Context: an optimization exercise on an open-source flow, tuned for small area and a short achievable clock period. The choices shown serve that exercise and are no tape-out recipe. In this exercise RTL edits were held to simulation tests only and were not proved equivalent to the original. Power and IR drop assume default switching activity.

main:
==> flow/design.v (excerpt) <==
module mem_responder #(
   parameter int unsigned word_sz     = 16,
   parameter int unsigned mem_sz      = 256,
   parameter int unsigned wait_cycles = 2
) (
   input  logic               clk,
   input  logic               rst,
   input  logic               bus_req_valid,
   output logic               bus_req_ready,
   input  logic               bus_req_write,
   input  logic [word_sz-1:0] bus_req_addr,
   input  logic [word_sz-1:0] bus_req_wdata,
   output logic               bus_rsp_valid,
   input  logic               bus_rsp_ready,
   output logic [word_sz-1:0] bus_rsp_rdata,
   output logic               bus_rsp_err
);
Size: about 4,200 flip-flops, ~56 I/O pins, roughly 100,000 um^2 of cells after synthesis.
export LEC_CHECK = 0
export CAP_MARGIN = 20
export CORE_MARGIN = 2
export CORE_UTILIZATION = 65
export SETUP_SLACK_MARGIN = 2.2
export SLEW_MARGIN = 20
create_clock -name core_clock -period 4.5 [get_ports {clk}]
standard.sh (not shown) runs the stock make flow with config.mk's settings and CLKGATE_MAP_FILE= SYNTH_SCRIPT=/design/flow/synth_recipe.tcl, a recipe that flattens the netlist after the stock synthesis.
==> flow/flow/run.sh <==
#!/bin/bash
# Standard layout with a leaner clock tree: no dummy loads, larger sink clusters.
export CTS_ARGS="-sink_clustering_enable -repair_clock_nets -dont_use_dummy_load -buf_list {sky130_fd_sc_hd__clkbuf_8 sky130_fd_sc_hd__clkbuf_16} -sink_clustering_size 30 -sink_clustering_max_diameter 60"
bash standard.sh > standard.log 2>&1
main reached the end of the flow, and the finished layout is clean on the timing, DRC and antenna checks.
## Diff of input files: the feature branch against main
- swapping 65 for 67 in CORE_UTILIZATION
- swapping 2.2 for 2.3 in SETUP_SLACK_MARGIN
The feature branch was carried through to the last stage, and its layout satisfied the timing, DRC and antenna checks. Compared with main, the feature branch shows combinational power higher by about 8%. Looking at met3 demand-to-capacity share in global routing, the feature branch sits 1.2 points higher than main does. Delta (the feature branch minus main): per-cell via count in the routed design now larger, total placed instance area level, weighted congestion at the end of routability-driven global placement barely changed, post-route cell area moved up.

========
north:
mem_responder again, from the RTL that the note above started with.
==> flow/config.mk <==
export PLATFORM = sky130hd
export DESIGN_NAME = mem_responder
export DESIGN_NICKNAME = mem_responder
export VERILOG_FILES = /design/flow/design.v
export SDC_FILE = /design/flow/constraint.sdc
export NUM_CORES = 4
export LEC_CHECK = 0
export CAP_MARGIN = 20
export CORE_MARGIN = 2
export CORE_UTILIZATION = 70
export SETUP_SLACK_MARGIN = 2.4
export SLEW_MARGIN = 20
==> flow/constraint.sdc <==
create_clock -name core_clock -period 4.5 [get_ports {clk}]
set_input_delay 0.9000 -clock core_clock [delete_from_list [all_inputs] [get_ports {clk}]]
set_output_delay 0.9000 -clock core_clock [all_outputs]
set_load 0.01 [all_outputs]
Scripts as last shown in full above: flow/flow/run.sh
north | stages: all done | timing, DRC, antenna: all pass
> inputs changed (north -> south)
# north
export LEC_CHECK = 0
export CAP_MARGIN = 20
export CORE_MARGIN = 2
export CORE_UTILIZATION = 70
export SETUP_SLACK_MARGIN = 2.4
export SLEW_MARGIN = 20
create_clock -name core_clock -period 4.5 [get_ports {clk}]
# south
export LEC_CHECK = 0
export ABC_CLOCK_PERIOD_IN_PS = 2500
export CAP_MARGIN = 20
export CORE_MARGIN = 2
export CORE_UTILIZATION = 45
export SETUP_SLACK_MARGIN = 2.0
export SLEW_MARGIN = 20
create_clock -name core_clock -period 4.5 [get_ports {clk}]
==> run notes <==
- Diff north -> south | non-clock buffer count | decrease of 35%
- Status: residual DRC count parity (north, south)
- north → south: share of total power in combinational logic -0.7 points, share of flip-flops with an asynchronous set or reset after synthesis ~0 delta, fraction of layout instances using a drive strength above 1 -3.3 points, power share of the clock group +1.0 points, multi-input gate share of the layout cell area -0.51 points.
- Global-route wire length before repair shrinks slightly when moving from north to south.
- Between north and south, number of nets in the layout decreased.
## Diff of input files: east against south
# south
export LEC_CHECK = 0
export ABC_CLOCK_PERIOD_IN_PS = 2500
export CAP_MARGIN = 20
export CORE_MARGIN = 2
export CORE_UTILIZATION = 45
export SETUP_SLACK_MARGIN = 2.0
export SLEW_MARGIN = 20
create_clock -name core_clock -period 4.5 [get_ports {clk}]
# east
export LEC_CHECK = 0
export CAP_MARGIN = 20
export CORE_MARGIN = 2
export CORE_UTILIZATION = 65
export SETUP_SLACK_MARGIN = 2.3
export SLEW_MARGIN = 20
create_clock -name core_clock -period 4.5 [get_ports {clk}]
Results
- east was carried through to the last stage, and its layout satisfied the timing, DRC and antenna checks.
- [compare] base=south new=east: number of slew-limit violations in the final report barely changed; delay contributed by the slowest stage of the critical path dropped 70 ps; total number of multi-input combinational cells barely changed.
- In east the share of layout cells above drive strength 1 turned out 3.0 points higher than in south.
- Highest layer used for signal routing: met5 -> east, met4 -> south
- Comparing east and south, the lower overall die width is on east.

========
## oak
Starting RTL as in the previous note.
export LEC_CHECK = 0
export CAP_MARGIN = 20
export CORE_MARGIN = 2
export CORE_UTILIZATION = 58
export SETUP_SLACK_MARGIN = 2.2
export SLEW_MARGIN = 20
create_clock -name core_clock -period 4.5 [get_ports {clk}]
Scripts as last shown in full above: flow/flow/run.sh
Changes in pine relative to oak:
# oak
export LEC_CHECK = 0
export CAP_MARGIN = 20
export CORE_MARGIN = 2
export CORE_UTILIZATION = 58
export SETUP_SLACK_MARGIN = 2.2
export SLEW_MARGIN = 20
create_clock -name core_clock -period 4.5 [get_ports {clk}]
# pine
export LEC_CHECK = 0
export CAP_MARGIN = 20
export CORE_MARGIN = 2
export CORE_UTILIZATION = 70
export SETUP_SLACK_MARGIN = 2.2
export SLEW_MARGIN = 20
create_clock -name core_clock -period 4.5 [get_ports {clk}]
--- outcome ---
pine vs oak: area of all placed cells without fillers down slightly
r_rsp_rdata[8]$_DFF_P_ as the capturing element of the worst setup path was reported by oak, and r_rsp_rdata[7]$_DFF_P_ by pine.
First-pass iteration count of the detailed router, pine and oak, lower one = oak.
First element of the critical path = r_tap[12]$_DFF_P_: oak; first element of the critical path = r_rring[3]$_DFFE_PN0P_: pine
Lower final RePlAce weighted congestion goes to pine over oak.
pine reports its slowest library cell on the worst path as a31oi_1 while oak reports nand4_1.
> inputs changed (pine -> birch)
# pine
export LEC_CHECK = 0
export CAP_MARGIN = 20
export CORE_MARGIN = 2
export CORE_UTILIZATION = 70
export SETUP_SLACK_MARGIN = 2.2
export SLEW_MARGIN = 20
create_clock -name core_clock -period 4.5 [get_ports {clk}]
# birch
export LEC_CHECK = 0
export ABC_CLOCK_PERIOD_IN_PS = 2500
export CAP_MARGIN = 20
export CORE_MARGIN = 2
export CORE_UTILIZATION = 45
export SETUP_SLACK_MARGIN = 2.0
export SLEW_MARGIN = 20
create_clock -name core_clock -period 4.5 [get_ports {clk}]
==> flow/flow/run.sh <==
#!/bin/bash
# Standard layout with a leaner clock tree: no dummy loads, clkbuf_8 sink buffers.
export CTS_ARGS="-sink_clustering_enable -repair_clock_nets -dont_use_dummy_load -buf_list {sky130_fd_sc_hd__clkbuf_8 sky130_fd_sc_hd__clkbuf_16} -root_buf sky130_fd_sc_hd__clkbuf_16 -sink_clustering_buffer sky130_fd_sc_hd__clkbuf_8 -sink_clustering_size 20 -sink_clustering_max_diameter 45"
bash standard.sh > standard.log 2>&1
Notes after the runs:
- Looking at cell leakage power, birch sits above pine.
- Count of clock-buffer cells in the layout on birch is up relative to pine.
- Looking only at reported clock group power, and setting everything else aside, the higher value of pine and birch goes to birch.
- Looking at total placed cells including tap cells, birch sits 13% higher than pine does.
- Compared birch vs pine, and final HPWL from detailed placement is up in birch.
- birch vs pine, critical-path cell with the highest stage delay: o21ai_0 vs a31oi_1
- Comparing birch against pine, there is no change at all in total number of sequential cells.
Edits applied to the flow inputs when going from birch to maple:
# birch
export LEC_CHECK = 0
export ABC_CLOCK_PERIOD_IN_PS = 2500
export CAP_MARGIN = 20
export CORE_MARGIN = 2
export CORE_UTILIZATION = 45
export SETUP_SLACK_MARGIN = 2.0
export SLEW_MARGIN = 20
create_clock -name core_clock -period 4.5 [get_ports {clk}]
# maple
export LEC_CHECK = 0
export ABC_CLOCK_PERIOD_IN_PS = 2500
export CAP_MARGIN = 20
export CORE_MARGIN = 2
export CORE_UTILIZATION = 58
export SETUP_SLACK_MARGIN = 2.0
export SLEW_MARGIN = 20
create_clock -name core_clock -period 4.5 [get_ports {clk}]
==> flow/flow/run.sh <==
#!/bin/bash
# Standard layout with a leaner clock tree: no dummy loads, larger sink clusters.
export CTS_ARGS="-sink_clustering_enable -repair_clock_nets -dont_use_dummy_load -buf_list {sky130_fd_sc_hd__clkbuf_8 sky130_fd_sc_hd__clkbuf_16} -sink_clustering_size 30 -sink_clustering_max_diameter 60"
bash standard.sh > standard.log 2>&1
[summary]
- Compared to birch, maple has cell area after placement 890 sq um lower.
- maple against birch; total power is down slightly.
- Switching power total, maple vs birch: down by a few percent
- Relative to birch, the iteration count of the initial detailed-routing pass of maple is lower by 1.
- In the tables for maple and birch, switching share of total power reads higher with birch.
- Taking maple as 1.0, birch lands at 1.5 on final-layout fill cell count.
- Delta(total stage count of the critical path, maple - birch) < 0
- Going from birch to maple, die area shrank by more than 10%.

-- what the ideal ports hide --
Ports are ideal in the flow. The routed layouts listed here were re-timed in OpenROAD.
Step 1 assumes that a clkbuf_16 drives the clock port and a buf_2 every other input.
Step 2 moves the port delays by t, midway between the first and last clock arrival at a register: inputs arrive t later, outputs are due t later. That takes back most of the time a late clock gives input paths.
a / b / c = no drivers / after step 1 / after step 2; a / b = the first two.
run | shift t [ns] | setup slack, ns | worst data-port slew with drivers (ns) | cell pins on the clock port's net
main | 0.918 | 2.085 / 2.085 / 1.294 | 0.10 | 1
the feature branch | 0.879 | 2.182 / 2.159 / 1.525 | 0.07 | 1
north | 0.891 | 2.063 / 2.117 / 1.226 | 0.09 | 1
south | 0.920 | 1.897 / 1.897 / 1.230 | 0.07 | 1
east | 0.902 | 2.061 / 2.061 / 1.457 | 0.10 | 1
oak | 0.939 | 2.061 / 2.061 / 1.449 | 0.15 | 1
pine | 0.885 | 2.081 / 2.081 / 1.378 | 0.10 | 1
birch | 0.997 | 1.925 / 1.925 / 1.214 | 0.05 | 1
maple | 0.930 | 1.964 / 1.962 / 1.257 | 0.06 | 1
After both steps setup and hold are still met in every run listed. The setup slack of north, which loses most, moves by +0.054 ns with the drivers and by -0.837 ns with both steps.
